Background: an optimization exercise with open tools, aiming at small area. Do not read the settings as production practice.
Function was checked by simulation only, so behaviour that the tests miss may differ from the original.
Power is estimated from default activity; no workload was simulated.

==> design/flow/design.v <==
package ex_pkg;
    localparam logic [3:0] ALU_ADD  = 4'd0;
    localparam logic [3:0] ALU_SUB  = 4'd1;
    localparam logic [3:0] ALU_SLL  = 4'd2;
    localparam logic [3:0] ALU_SLT  = 4'd3;
    localparam logic [3:0] ALU_SLTU = 4'd4;
    localparam logic [3:0] ALU_XOR  = 4'd5;
    localparam logic [3:0] ALU_SRL  = 4'd6;
    localparam logic [3:0] ALU_SRA  = 4'd7;
    localparam logic [3:0] ALU_OR   = 4'd8;
    localparam logic [3:0] ALU_AND  = 4'd9;
    localparam logic [5:0] MD_LAST = 6'd33;
endpackage
module muldiv_iter
#(parameter int MD_KIND = 0)
(
    input  logic [2:0]  op,
    input  logic [31:0] a,
    input  logic [31:0] b,
    input  logic        first,      
    input  logic        last_step,  
    input  logic        final_c,    
    input  logic [31:0] hi,
    input  logic [31:0] lo,
    output logic [31:0] hi_d,       
    output logic [31:0] lo_d,       
    output logic [31:0] result_c    
);
    logic        is_div, sgn, a_neg, b_neg, b_zero;
    logic        mul_a_sgn, mul_b_sgn;
    logic [32:0] x, y_raw, y;
    logic        inv;
    logic [33:0] sum;
    logic        ge;
    ex_add #(.W(33), .KIND(MD_KIND)) u_add (.a(x), .b(y), .ci(inv), .s(sum[32:0]), .co(sum[33]));
    always_comb begin
        is_div    = op[2];
        sgn       = ~op[0];
        a_neg     = sgn & a[31];
        b_neg     = sgn & b[31];
        b_zero    = (b == 32'd0);
        mul_a_sgn = op[1] ^ op[0];            
        mul_b_sgn = ~op[1] & op[0];           
        x     = 33'd0;
        y_raw = 33'd0;
        inv   = 1'b0;
        if (first) begin
            y_raw = is_div ? {1'b0, a} : {1'b0, b};
            inv   = is_div & a_neg;
        end else if (final_c) begin
            if (is_div) begin
                y_raw = op[1] ? {1'b0, hi} : {1'b0, lo};
                inv   = op[1] ? a_neg : (sgn & (a[31] ^ b[31]) & ~b_zero);
            end else begin
                y_raw = (op == 3'd0) ? {1'b0, lo} : {1'b0, hi};
            end
        end else if (is_div) begin
            x     = {hi, lo[31]};
            y_raw = {b_neg, b};
            inv   = ~b_neg;
        end else begin
            x     = {mul_a_sgn & hi[31], hi};
            y_raw = lo[0] ? {mul_a_sgn & a[31], a} : 33'd0;
            inv   = last_step & mul_b_sgn & lo[0];
        end
        y   = y_raw ^ {33{inv}};
        ge  = sum[33];
        if (first) begin
            hi_d = 32'd0;
            lo_d = sum[31:0];
        end else if (is_div) begin
            hi_d = ge ? sum[31:0] : {hi[30:0], lo[31]};
            lo_d = {lo[30:0], ge};
        end else begin
            hi_d = sum[32:1];
            lo_d = {sum[0], lo[31:1]};
        end
        result_c = sum[31:0];
    end
endmodule
module ex_add #(
    parameter int W    = 32,
    parameter int KIND = 1
) (
    input  logic [W-1:0] a,
    input  logic [W-1:0] b,
    input  logic         ci,
    output logic [W-1:0] s,
    output logic         co
);
    logic [W-1:0] p, g, gg, pp;
    logic [W:0]   c;
    always_comb begin
        p = a ^ b;
        g = a & b;
        gg = g;
        pp = p;
        gg[0] = g[0] | (p[0] & ci);
        if (KIND == 0) begin
            for (int i = 1; i < W; i++) gg[i] = g[i] | (p[i] & gg[i-1]);
        end else begin
            for (int l = 1; l < W; l = l * 2)
                for (int j = 2 * l - 1; j < W; j = j + 2 * l) begin
                    gg[j] = gg[j] | (pp[j] & gg[j-l]);
                    pp[j] = pp[j] & pp[j-l];
                end
            for (int l = W / 2; l >= 1; l = l / 2)
                for (int j = 3 * l - 1; j < W; j = j + 2 * l) begin
                    gg[j] = gg[j] | (pp[j] & gg[j-l]);
                    pp[j] = pp[j] & pp[j-l];
                end
        end
        c = {gg, ci};
        s = p ^ c[W-1:0];
        co = c[W];
    end
endmodule
module ex_stage
#(parameter int ALU_KIND = 1, parameter int PC_KIND = 1, parameter int INC_KIND = 0, parameter int MD_KIND = 1)
(
    input  logic        clock,
    input  logic        reset,
    input  logic [31:0] d1_in,
    input  logic [31:0] d2_in,
    input  logic [4:0]  rd_in,
    input  logic [31:0] imm_in,
    input  logic [31:0] ctrl_in,
    input  logic [31:0] pc_in,
    output logic        branch,
    output logic [31:0] branch_target,
    output logic        stall,
    output logic [31:0] result_out,
    output logic [31:0] store_data_out,
    output logic [4:0]  rd_out,
    output logic        mem_read_out,
    output logic        mem_write_out,
    output logic        reg_write_out,
    output logic [2:0]  mem_size_out
);
    logic [3:0]  alu_op;
    logic [2:0]  funct3;
    logic        use_imm, br, jal, jalr, lui, auipc, mem_read, mem_write, reg_write;
    logic        muldiv, valid;
    assign alu_op    = ctrl_in[3:0];
    assign funct3    = ctrl_in[6:4];
    assign use_imm   = ctrl_in[7];
    assign br        = ctrl_in[8];
    assign jal       = ctrl_in[9];
    assign jalr      = ctrl_in[10];
    assign lui       = ctrl_in[11];
    assign auipc     = ctrl_in[12];
    assign mem_read  = ctrl_in[13];
    assign mem_write = ctrl_in[14];
    assign reg_write = ctrl_in[15];
    assign muldiv    = ctrl_in[16];
    assign valid     = ctrl_in[31];
    logic [31:0] op_b;
    logic        sub, lt_sgn;
    logic [32:0] add_c;
    logic        lt, eq;
    logic [31:0] xor_c;
    assign op_b   = use_imm ? imm_in : d2_in;
    assign sub    = br | (alu_op == ex_pkg::ALU_SUB) | (alu_op == ex_pkg::ALU_SLT)
                  | (alu_op == ex_pkg::ALU_SLTU);
    assign lt_sgn = br ? ~funct3[1] : (alu_op == ex_pkg::ALU_SLT);
    logic add_co_unused;
    ex_add #(.W(33), .KIND(ALU_KIND)) u_alu_add (
        .a({lt_sgn & d1_in[31], d1_in}), .b({lt_sgn & op_b[31], op_b} ^ {33{sub}}),
        .ci(sub), .s(add_c), .co(add_co_unused));
    assign lt     = add_c[32];
    assign xor_c  = d1_in ^ op_b;
    assign eq     = (xor_c == 32'd0);
    logic        shl;
    logic [31:0] sh_in, sh_r, sh_out;
    logic [4:0]  shamt;
    assign shl   = (alu_op == ex_pkg::ALU_SLL);
    assign shamt = op_b[4:0];
    always_comb begin
        for (int i = 0; i < 32; i++) sh_in[i] = shl ? d1_in[31-i] : d1_in[i];
        sh_r = 32'($signed({(alu_op == ex_pkg::ALU_SRA) & d1_in[31], sh_in}) >>> shamt);
        for (int i = 0; i < 32; i++) sh_out[i] = shl ? sh_r[31-i] : sh_r[i];
    end
    logic [31:0] alu_c;
    always_comb begin
        case (alu_op)
            ex_pkg::ALU_ADD, ex_pkg::ALU_SUB:  alu_c = add_c[31:0];
            ex_pkg::ALU_SLT, ex_pkg::ALU_SLTU: alu_c = {31'd0, lt};
            ex_pkg::ALU_XOR:                   alu_c = xor_c;
            ex_pkg::ALU_OR:                    alu_c = d1_in | op_b;
            ex_pkg::ALU_AND:                   alu_c = d1_in & op_b;
            default:                           alu_c = sh_out;
        endcase
    end
    logic        cond;
    logic [31:0] pc_imm;
    assign cond   = funct3[2] ? (lt ^ funct3[0]) : (~funct3[1] & (eq ^ funct3[0]));
    logic pc_co_unused;
    ex_add #(.W(32), .KIND(PC_KIND)) u_pc_add (.a(pc_in), .b(imm_in), .ci(1'b0), .s(pc_imm), .co(pc_co_unused));
    logic [29:0] pc4_hi; logic pc4_co_unused;
    ex_add #(.W(30), .KIND(INC_KIND)) u_pc4 (.a(pc_in[31:2]), .b(30'd0), .ci(1'b1), .s(pc4_hi), .co(pc4_co_unused));
    assign branch = valid & (jal | jalr | (br & cond));
    assign branch_target = jalr ? {add_c[31:1], 1'b0} : pc_imm;
    logic [5:0]  cnt_q;
    logic [31:0] res_q, st_q;
    logic [31:0] md_hi_d, md_lo_d, md_result;
    assign stall = valid & muldiv & (cnt_q != ex_pkg::MD_LAST);
    muldiv_iter #(.MD_KIND(MD_KIND)) u_muldiv (
        .op        (funct3),
        .a         (d1_in),
        .b         (d2_in),
        .first     (cnt_q == 6'd0),
        .last_step (cnt_q == 6'd32),
        .final_c   (cnt_q == ex_pkg::MD_LAST),
        .hi        (st_q),
        .lo        (res_q),
        .hi_d      (md_hi_d),
        .lo_d      (md_lo_d),
        .result_c  (md_result)
    );
    logic [31:0] result_c;
    always_comb begin
        if (jal | jalr)  result_c = {pc4_hi, pc_in[1:0]};
        else if (lui)    result_c = imm_in;
        else if (auipc)  result_c = pc_imm;
        else if (muldiv) result_c = md_result;
        else             result_c = alu_c;
    end
    logic [4:0] rd_q;
    logic [2:0] sz_q;
    logic       mr_q, mw_q, rw_q;
    always_ff @(posedge clock) begin
        if (reset) begin
            cnt_q <= 6'd0;
            mr_q  <= 1'b0;
            mw_q  <= 1'b0;
            rw_q  <= 1'b0;
        end else begin
            cnt_q <= stall ? cnt_q + 6'd1 : 6'd0;
            mr_q  <= ~stall & valid & mem_read;
            mw_q  <= ~stall & valid & mem_write;
            rw_q  <= ~stall & valid & reg_write;
        end
    end
    always_ff @(posedge clock) begin
        res_q <= stall ? md_lo_d : result_c;
        st_q  <= stall ? md_hi_d : d2_in;
        rd_q  <= rd_in;
        sz_q  <= funct3;
    end
    assign result_out     = res_q;
    assign store_data_out = st_q;
    assign rd_out         = rd_q;
    assign mem_read_out   = mr_q;
    assign mem_write_out  = mw_q;
    assign reg_write_out  = rw_q;
    assign mem_size_out   = sz_q;
endmodule
==> design/flow/config.mk <==
export PLATFORM = sky130hd
export DESIGN_NAME = ex_stage
export DESIGN_NICKNAME = ex_stage
export VERILOG_FILES = /design/flow/design.v
export SDC_FILE = /design/flow/constraint.sdc
export NUM_CORES = 4
export LEC_CHECK = 0
export CAP_MARGIN = 20
export CORE_MARGIN = 2
export CORE_UTILIZATION = 40
export SLEW_MARGIN = 20
==> design/flow/run.sh <==
#!/bin/bash
# synth_recipe.tcl (not shown) runs the flow's synth.tcl, then flattens the netlist and writes it again
# the make line also repeats each setting of config.mk as NAME=value (left out here)
make -C /OpenROAD-flow-scripts/flow DESIGN_CONFIG=/design/flow/config.mk WORK_HOME=/design/flow/orfs CLKGATE_MAP_FILE= SYNTH_SCRIPT=/design/flow/synth_recipe.tcl finish
==> design/flow/constraint.sdc <==
create_clock -name core_clock -period 7.0 [get_ports {clock}]
set_input_delay 1.4000 -clock core_clock [delete_from_list [all_inputs] [get_ports {clock}]]
set_output_delay 1.4000 -clock core_clock [all_outputs]
set_load 0.01 [all_outputs]
==> run_results.csv, run 1 <==
group,metric,value,unit
clocking,cts.sinks,81,
synthesis,synthTopCellsByCount,"nand2_1, ha_1, a21oi_1, mux2i_1, o21ai_0",
critical_path,crit_top_cell,"buf_4",
timing,worst_pin_slew,1.065,ns
grt,antenna_found_initial,3,
cells_and_area,fillers,4071,
synthesis,synthTopCellsByArea,"ha_1, dfxtp_1, mux2i_1",
grt,met1_usage,50.68,%
place,gp_congestion,1.061,
clocking,cts_hold_buffers,0,
drt,dr.pass1.iters,5,
drt,via_count,20794,
synthesis,avgSynthCellArea,7.740,um^2
clocking,root_buffer,"clkbuf_16",
synthesis,synth_top_area_share,13.45,%
synthesis,synth_area_leader_cell,"ha_1",
synthesis,ys_types,71,
place,dp_hpwl,75.10,mm
synthesis,synth_nets,2637,
cells_and_area,synthToLayoutAreaGrowth,36.74,%
cells_and_area,sequential_cell_area,0.001622,mm^2
grt,track_usage,40.62,%
cells_and_area,final_core_util,55.15,%
critical_path,critPathArrivalTime,5.47,ns
cells_and_area,drive_gt1_share,20.31,%
drt,wire_per_inst,28.94,um
clocking,clkLatencyLatePin,0.37,ns
synthesis,yosysWarnings,5,
drt,ant_nets,0,
drt,drcViolationCount,0,
timing,slew_violations,0,
grt,grt_pass1_wl,132.6,mm
drt,wl,94.45,mm
timing,setup_violations,0,
synthesis,synth_most_common_cell,"nand2_1",
synthesis,synth_flop_cell,"dfxtp_1",
clocking,clockBufferDepth,2,
die,die_w,212.0,um
place,post-place-cells,3214,
run,cap_violations,0,
die,pin_count,276,
cells_and_area,fin_area,0.02365,mm^2
drt,post_drt_via_cell_ratio,6.371,
cells_and_area,stdcell_count,3264,
clocking,h-tree-depth,3,
synthesis,synth-async-reset-ratio,0,%
grt,global_route.usage.met2,65.92,%
hold_path,hold_path_class,"register to register",
power,power-per-cell-area,156.4,mW/mm^2
clocking,cts_buffers,9,
drt,drt_iter0_drc,2133,
critical_path,cp_slowest_stage_delay,0.50,ns
synthesis,ys_seq_area_share,9.374,%
timing,finalSetupTns,0,ns
synthesis,synth-edff-count,0,
critical_path,setup.worst_path.start_class,"input pin",
critical_path,crit_fanout,7,
critical_path,cp_slowest_cell,"fa_1",
cells_and_area,multiInputGateArea,0.01512,mm^2
synthesis,ys_ff_latch,81,
synthesis,synthCells,2235,
grt,overflow,0,
grt,grt_max_degree,104,
grt,grt.met3_usage,6.364,%
clocking,cts_tree,"yes",
critical_path,cp-end-kind,"primary output",
die,fp.dieH,212.0,um
synthesis,syn_area,0.01730,mm^2
die,die_area,0.04492,mm^2
timing,period_needed,6.868,ns
die,start_util,40.33,%
power,power,3.700,mW
timing,finalHoldViolCount,0,
grt,first_global_vias,19715,
critical_path,worstSetupPathType,"input pin to primary output",
die,core-area,0.04289,mm^2
power,p_leak,10.27,nW
critical_path,crit_chain,"clkdlybuf4s15_1 -> buf_4 -> nor3_4 -> a211o_4 -> buf_6 -> xnor2_1 -> ha_2 -> a2111oi_4 -> nor3_1 -> buf_4 -> nand3b_1 -> nand2_1 -> nor2b_2 -> nand2b_1 -> a21o_1 -> fa_1 -> mux2_2 -> clkdlybuf4s50_1",
timing,slew_headroom,29.01,%
timing,fmax,0.1456,GHz
grt,grt-busiest-layer,"met2",
clocking,clk_pin_slew,0.06,ns
place,io_buffers,261,
place,dpl_cell_area,0.02242,mm^2
status,status,"complete, no violations",
cells_and_area,nets,3075,
timing,skew,0.004750,ns
die,placementRows,76,
timing,fin_crit_sh,98.12,%
critical_path,crit_required,5.60,ns
power,max-vdd-ir-drop,0.08721,mV
==> cell families after synthesis <==
| kind of cell | after synthesis | share of synthesized area, % |
|---|---|---|
| AO/OA/AOI/OAI | 697 | 27.05 |
| flip-flops | 81 | 9.374 |
| AND/OR/NAND/NOR | 591 | 15.57 |
| multiplexers | 228 | 16.42 |
| adder cells (fa/ha/maj) | 235 | 19.12 |
| XOR/XNOR | 119 | 6.025 |
| buffers and inverters | 284 | 6.430 |
==> area by class of cell <==
cell class                      count  share of cell area (%)
Timing Repair Buffer              596                   22.89
Sequential cell                    81                   6.856
Inverter                          115                   1.836
Multi-Input combinational cell   1870                   63.91
Clock inverter                      4                  0.3174
Clock buffer                       12                   1.084
Tap cell                          585                   3.095
Antenna cell                        1                 0.01058
==> placed cells by master (no fill, tap or decap), types with 44 or more instances in the layout <==
cell type and n:
nor2_1 118, mux2_2 52, a221oi_1 75, nand2_1 255, a211oi_1 53, o21ai_0 132
xnor2_1 62, inv_1 110, clkdlybuf4s50_1 230, mux2i_1 133, a21oi_1 155, dfxtp_1 81
buf_4 310, ha_1 169, fa_1 44
==> per-layer routing <==
| layer | wire length, um | vias to the layer above |
|---|---|---|
| li1 | - | 9205 |
| met1 | 36580 | 10112 |
| met2 | 42720 | 1241 |
| met3 | 8372 | 236 |
| met4 | 6776 | 0 |
| met5 | 0 | - |
==> state kept, by name (all words and copies together), names as in the netlist <==
name	count
rw_q	1
rd_q	5
sz_q	3
st_q	32
mw_q	1
res_q	32
cnt_q	6
mr_q	1
==> power by group <==
part	switching (mW)	total (mW)	internal, mW
Combinational	1.41	2.57	1.16
Sequential	0.0712	0.579	0.507
Clock	0.220	0.552	0.332
Total	1.70	3.70	2.00
==> timing repair <==
item | in CTS | in global routing
pin swaps | 16 | 41
gates cloned | 0 | 5
gates resized for setup | 63 | 89
buffers inserted | 4 | 24
setup endpoints to repair | 60 | 59
==> through the flow <==
stage	worst slack, ns	hold slack [ns]
finish	0.1318	0.5249
global route	-0.08548	0.5514
CTS	0.002071	0.5301
detailed placement	-0.6730	0.5207
global placement	-0.6096	0.5133
floorplan	0.04262	0.4747
==> path summary, 6_finish.rpt <==
check / start / end / slack [ns] / cells past startpoint
worst max-delay path: ctrl_in[1] / branch_target[22] / 0.13 / 18
worst min-delay path: cnt_q[0]$_SDFF_PP0_ / cnt_q[0]$_SDFF_PP0_ / 0.52 / 1
worst max register to register: cnt_q[2]$_SDFF_PP0_ / st_q[5]$_DFF_P_ / 1.13 / 30
worst min register to register: cnt_q[0]$_SDFF_PP0_ / cnt_q[0]$_SDFF_PP0_ / 0.52 / 1
==> worst max-delay path: cells and delay by family <==
family / cells / cell delay (ns)
AO/OA/AOI/OAI: 3 / 0.81
XOR/XNOR: 1 / 0.20
multiplexers: 1 / 0.30
buffers and inverters: 5 / 1.23
adder cells (fa/ha/maj): 2 / 0.83
AND/OR/NAND/NOR: 6 / 0.67
==> run 2, diff against run 1 <==
--- a/design/flow/design.v
+++ b/design/flow/design.v
@@ -12,7 +12,6 @@
     localparam logic [5:0] MD_LAST = 6'd33;
 endpackage
 module muldiv_iter
-#(parameter int MD_KIND = 0)
 (
     input  logic [2:0]  op,
     input  logic [31:0] a,
@@ -32,7 +31,6 @@
     logic        inv;
     logic [33:0] sum;
     logic        ge;
-    ex_add #(.W(33), .KIND(MD_KIND)) u_add (.a(x), .b(y), .ci(inv), .s(sum[32:0]), .co(sum[33]));
     always_comb begin
         is_div    = op[2];
         sgn       = ~op[0];
@@ -64,6 +62,7 @@
             inv   = last_step & mul_b_sgn & lo[0];
         end
         y   = y_raw ^ {33{inv}};
+        sum = {1'b0, x} + {1'b0, y} + {33'd0, inv};
         ge  = sum[33];
         if (first) begin
             hi_d = 32'd0;
@@ -78,45 +77,7 @@
         result_c = sum[31:0];
     end
 endmodule
-module ex_add #(
-    parameter int W    = 32,
-    parameter int KIND = 1
-) (
-    input  logic [W-1:0] a,
-    input  logic [W-1:0] b,
-    input  logic         ci,
-    output logic [W-1:0] s,
-    output logic         co
-);
-    logic [W-1:0] p, g, gg, pp;
-    logic [W:0]   c;
-    always_comb begin
-        p = a ^ b;
-        g = a & b;
-        gg = g;
-        pp = p;
-        gg[0] = g[0] | (p[0] & ci);
-        if (KIND == 0) begin
-            for (int i = 1; i < W; i++) gg[i] = g[i] | (p[i] & gg[i-1]);
-        end else begin
-            for (int l = 1; l < W; l = l * 2)
-                for (int j = 2 * l - 1; j < W; j = j + 2 * l) begin
-                    gg[j] = gg[j] | (pp[j] & gg[j-l]);
-                    pp[j] = pp[j] & pp[j-l];
-                end
-            for (int l = W / 2; l >= 1; l = l / 2)
-                for (int j = 3 * l - 1; j < W; j = j + 2 * l) begin
-                    gg[j] = gg[j] | (pp[j] & gg[j-l]);
-                    pp[j] = pp[j] & pp[j-l];
-                end
-        end
-        c = {gg, ci};
-        s = p ^ c[W-1:0];
-        co = c[W];
-    end
-endmodule
 module ex_stage
-#(parameter int ALU_KIND = 1, parameter int PC_KIND = 1, parameter int INC_KIND = 0, parameter int MD_KIND = 1)
 (
     input  logic        clock,
     input  logic        reset,
@@ -163,10 +124,8 @@
     assign sub    = br | (alu_op == ex_pkg::ALU_SUB) | (alu_op == ex_pkg::ALU_SLT)
                   | (alu_op == ex_pkg::ALU_SLTU);
     assign lt_sgn = br ? ~funct3[1] : (alu_op == ex_pkg::ALU_SLT);
-    logic add_co_unused;
-    ex_add #(.W(33), .KIND(ALU_KIND)) u_alu_add (
-        .a({lt_sgn & d1_in[31], d1_in}), .b({lt_sgn & op_b[31], op_b} ^ {33{sub}}),
-        .ci(sub), .s(add_c), .co(add_co_unused));
+    assign add_c  = {lt_sgn & d1_in[31], d1_in}
+                  + ({lt_sgn & op_b[31], op_b} ^ {33{sub}}) + {32'd0, sub};
     assign lt     = add_c[32];
     assign xor_c  = d1_in ^ op_b;
     assign eq     = (xor_c == 32'd0);
@@ -194,17 +153,14 @@
     logic        cond;
     logic [31:0] pc_imm;
     assign cond   = funct3[2] ? (lt ^ funct3[0]) : (~funct3[1] & (eq ^ funct3[0]));
-    logic pc_co_unused;
-    ex_add #(.W(32), .KIND(PC_KIND)) u_pc_add (.a(pc_in), .b(imm_in), .ci(1'b0), .s(pc_imm), .co(pc_co_unused));
-    logic [29:0] pc4_hi; logic pc4_co_unused;
-    ex_add #(.W(30), .KIND(INC_KIND)) u_pc4 (.a(pc_in[31:2]), .b(30'd0), .ci(1'b1), .s(pc4_hi), .co(pc4_co_unused));
+    assign pc_imm = pc_in + imm_in;
     assign branch = valid & (jal | jalr | (br & cond));
     assign branch_target = jalr ? {add_c[31:1], 1'b0} : pc_imm;
     logic [5:0]  cnt_q;
     logic [31:0] res_q, st_q;
     logic [31:0] md_hi_d, md_lo_d, md_result;
     assign stall = valid & muldiv & (cnt_q != ex_pkg::MD_LAST);
-    muldiv_iter #(.MD_KIND(MD_KIND)) u_muldiv (
+    muldiv_iter u_muldiv (
         .op        (funct3),
         .a         (d1_in),
         .b         (d2_in),
@@ -219,7 +175,7 @@
     );
     logic [31:0] result_c;
     always_comb begin
-        if (jal | jalr)  result_c = {pc4_hi, pc_in[1:0]};
+        if (jal | jalr)  result_c = {pc_in[31:2] + 30'd1, pc_in[1:0]};
         else if (lui)    result_c = imm_in;
         else if (auipc)  result_c = pc_imm;
         else if (muldiv) result_c = md_result;
==> design/flow/flow/run.sh (new file) <==
#!/bin/bash
# The standard layout, with the smallest buffer (buf_1) on every port
# instead of the default delay buffer; repair upsizes it where needed.
set -euo pipefail
bash standard.sh "BUFFER_PORTS_ARGS=-buffer_cell sky130_fd_sc_hd__buf_1" finish > make_finish.log 2>&1
==> design/flow/standard.sh (new file) <==
#!/bin/bash
# synth_recipe.tcl (not shown) runs the flow's synth.tcl, then flattens the netlist and writes it again
# the make line also repeats each setting of config.mk as NAME=value (left out here)
make -C /OpenROAD-flow-scripts/flow DESIGN_CONFIG=/design/flow/config.mk WORK_HOME=/design/flow/orfs CLKGATE_MAP_FILE= SYNTH_SCRIPT=/design/flow/synth_recipe.tcl "${@:-finish}"
removed: design/flow/run.sh
==> run 2 against run 1 <==
Cell area down 8.4%; via count is 11% higher; final cell count increased by 5.9%; non-clock buffer count decreased by 105; first-iteration DRC count up 51%; maximum frequency is 0.76% lower; clock-buffer cell count is 3 lower; flip-flop and latch count unchanged.
==> run_results.csv, run 2 <==
group,metric,value,unit
status,status,"complete, no violations",
timing,skew,0.01152,ns
critical_path,cp_top_family,"compound AO/OA/AOI/OAI gates",
synthesis,yosysWarnings,2,
timing,whs,0.5495,ns
grt,grt_max_degree,123,
drt,dr.pass1.iters,7,
drt,ant_nets,0,
critical_path,critPathArrivalTime,5.52,ns
timing,slew_headroom,25.55,%
critical_path,setup.worst_path.start_class,"input pin",
synthesis,synthXorXnorAreaFrac,8.375,%
cells_and_area,stdcell_count,3456,
timing,fmax,0.1445,GHz
timing,slew_violations,0,
drt,via_count,23182,
synthesis,synth-edff-count,0,
synthesis,synth_most_common_cell,"nand2_1",
hold_path,holdPathStages,1,
clocking,cts_hold_buffers,0,
synthesis,avgSynthCellArea,7.287,um^2
drt,wl,104.4,mm
die,fp.dieH,218.5,um
cells_and_area,drive_gt1_share,13.11,%
power,power-per-cell-area,163.0,mW/mm^2
synthesis,ys_ff_latch,81,
place,post-place-cells,3434,
die,start_util,40.56,%
cells_and_area,nets,3181,
place,gp_congestion,1.055,
timing,period_needed,6.921,ns
grt,antenna_found_initial,8,
timing,grt_setup_unrepaired,"true",
grt,grt_pass1_wl,147.4,mm
synthesis,synth_nets,2860,
synthesis,synth_top_area_share,11.15,%
die,pin_count,276,
clocking,cts_buffers,9,
timing,fin_crit_sh,98.87,%
synthesis,synthTopCellsByCount,"nand2_1, a21oi_1, nor2_1, mux2i_1, ha_1",
clocking,clkLatencyLatePin,0.37,ns
synthesis,synth-async-reset-ratio,0,%
place,dp_hpwl,84.58,mm
cells_and_area,layout_commonest_cell,"nand2_1",
hold_path,hold_path_class,"register to register",
cells_and_area,final_cell_mix,"nand2_1, buf_1, buf_4, a21oi_1, nor2_1",
drt,drt_iter0_drc,3224,
clocking,clk_pin_slew,0.06,ns
power,max-vdd-ir-drop,0.1014,mV
clocking,root_buffer,"clkbuf_16",
power,power,3.533,mW
cells_and_area,synthToLayoutAreaGrowth,17.74,%
clocking,cts.sinks,81,
drt,wire_per_inst,30.20,um
synthesis,synth_compound_area_share,31.34,%
critical_path,cp_num_cells,20,
timing,finalHoldViolCount,0,
synthesis,synth_flop_cell,"dfxtp_1",
grt,first_global_vias,21515,
run,cap_violations,0,
synthesis,yosys.area_share.simple,18.12,%
critical_path,worstSetupPathType,"input pin to primary output",
grt,overflow,0,
synthesis,ys_types,89,
clocking,h-tree-depth,3,
critical_path,crit_buf_inv,5,
critical_path,crit_required,5.60,ns
synthesis,syn_area,0.01841,mm^2
synthesis,synth_area_leader_cell,"ha_1",
place,io_buffers,261,
critical_path,cp_slowest_stage_delay,0.43,ns
timing,worst_pin_slew,1.113,ns
timing,setup_violations,0,
power,p_leak,9.182,nW
synthesis,synthAdderAreaFrac,11.47,%
synthesis,synth_top_family_by_area,"compound AO/OA/AOI/OAI gates",
synthesis,ys_seq_area_share,8.810,%
critical_path,crit_fanout,20,
die,placementRows,78,
die,core-area,0.04538,mm^2
critical_path,cp_slowest_cell,"o31a_1",
drt,drcViolationCount,0,
synthesis,synthTopCellsByArea,"ha_1, mux2i_1, dfxtp_1",
clocking,cts_tree,"yes",
critical_path,worstRegToRegCells,22,
cells_and_area,fillers,4658,
synthesis,synthCells,2526,
synthesis,synth.area.mux_share,15.69,%
drt,post_drt_via_cell_ratio,6.708,
clocking,clockBufferDepth,2,
die,die_w,218.5,um
critical_path,cp-end-kind,"primary output",
critical_path,crit_chain,"buf_1 -> nor4b_2 -> nor3_2 -> buf_4 -> buf_12 -> xnor2_1 -> ha_1 -> o21ai_0 -> nor4_2 -> nor3_2 -> buf_4 -> a211oi_2 -> o21ai_1 -> a21oi_2 -> o31a_1 -> xnor2_2 -> xnor2_1 -> a21oi_1 -> o21ai_0 -> buf_1",
cells_and_area,reg.largest.list,"res_q (32), st_q (32), cnt_q (6)",
grt,track_usage,42.34,%
die,die_area,0.04775,mm^2
run 2: changes by cell type after synthesis, sizes merged, moves of 22 or more:
| cell | previous run | this run |
|---|---|---|
| o21ai | 141 | 189 |
| a22oi | 8 | 31 |
| a21oi | 171 | 210 |
| nor2 | 120 | 171 |
| xnor2 | 69 | 118 |
| fa | 49 | 3 |
| a311oi | 11 | 36 |
| ha | 186 | 164 |
| mux2i | 141 | 168 |
run 2: worst reg2reg max path, cell delays in order, from the launching register on:
cell,delay (ns)
dfxtp_1,0.33
inv_1,0.09
ha_1,0.20
nand2b_1,0.15
nor4_4,0.16
buf_4,0.41
buf_4,0.63
a311oi_1,0.10
a21oi_1,0.21
xnor2_1,0.15
ha_1,0.27
buf_4,0.16
a21o_1,0.18
a21o_1,0.17
a21oi_1,0.25
o31ai_1,0.18
o2bb2ai_1,0.22
o31ai_2,0.38
a211oi_2,0.17
o41ai_2,0.41
buf_12,0.32
mux2i_1,0.26
o221ai_1,0.13
run 2: area by class of cell:
class	count	area [um^2]	area share, %
clock buffer	9	225.2	1.039
tap	600	750.7	3.464
sequential	81	1622	7.482
antenna	4	10.01	0.04619
multi-input combinational	2155	15770	72.78
clock inverter	7	117.6	0.5427
inverter	109	409.1	1.888
timing repair buffer	491	2764	12.75
run 2: power breakdown:
group	leakage, nW	switching, mW	total (mW)	internal, mW
clock	0.170	0.230	0.579	0.350
combinational	8.33	1.49	2.36	0.877
sequential	0.680	0.0814	0.590	0.509
run 2: worst paths after layout:
path | slack (ns) | endpoint | startpoint
setup / recovery | 0.08 | branch | ctrl_in[0]
hold reg to reg | 0.55 | cnt_q[0]$_SDFF_PP0_ | cnt_q[0]$_SDFF_PP0_
setup reg to reg | 1.32 | st_q[22]$_DFF_P_ | cnt_q[1]$_SDFF_PP0_
hold / removal | 0.55 | cnt_q[0]$_SDFF_PP0_ | cnt_q[0]$_SDFF_PP0_
run 2: layer usage:
metal | share of wire [%] | global-route usage, % | up-vias | wire length (um)
met4 | 5.7 | 20.45 | 6 | 5993
met2 | 42 | 63.89 | 1583 | 44250
met1 | 41 | 55.72 | 11154 | 42610
met5 | 0.039 | 0 | - | 41
met3 | 11 | 11.04 | 274 | 11470
li1 | - | - | 10165 | -
run 2: through the flow:
step	utilization, %	setup WS, ns	cell area, um^2	setup TNS (ns)
floorplan	-	0.04317	18410	0
global placement	46.86	-0.1806	21270	-0.1806
detailed placement	46.86	-0.1978	21270	-0.1978
CTS	47.69	0.01382	21640	0
global route	47.73	-0.04614	21660	-0.04614
finish	47.76	0.07942	21670	0
run 2: kinds of logic after synthesis:
logic type,Yosys count
compound gates,857
simple gates,712
buf+inv,290
mux,243
xor+xnor,176
fa+ha+maj,167
flops,81
run 2: repair_timing:
action	in CTS	in global routing
pin swaps	2	1
endpoints found under the setup margin	1	5
gates resized for setup	3	6
buffers inserted	2	0

-- what the ideal ports hide --
Ports are ideal in the flow. The routed layouts listed here were re-timed in OpenROAD. Step 1 sets driving cells, clkbuf_16 on the clock port and buf_2 on the other inputs (assumed; they add their load-dependent delay and slew). Step 2 adds t to the input delays and takes it off the output delays; t is the mean of the earliest and latest rising clock arrival at the registers after step 1. Input paths then give back, and output paths get back, about the clock's delay inside the block. a / b / c = no drivers / after step 1 / after step 2; a / b = the first two.
run	t (ns)	slack for setup (ns)	worst setup path after step 2	pins driven straight from the clock port
run 1	0.413	0.132 / 0.046 / -0.228	input to register	1
run 2	0.413	0.079 / 0.056 / -0.042	input to register	1
With both steps, setup timing fails in run 1 and run 2, where it was met with ideal ports. For run 1, which loses most, drivers alone change the setup slack by -0.086 ns; drivers and shift together by -0.360 ns.
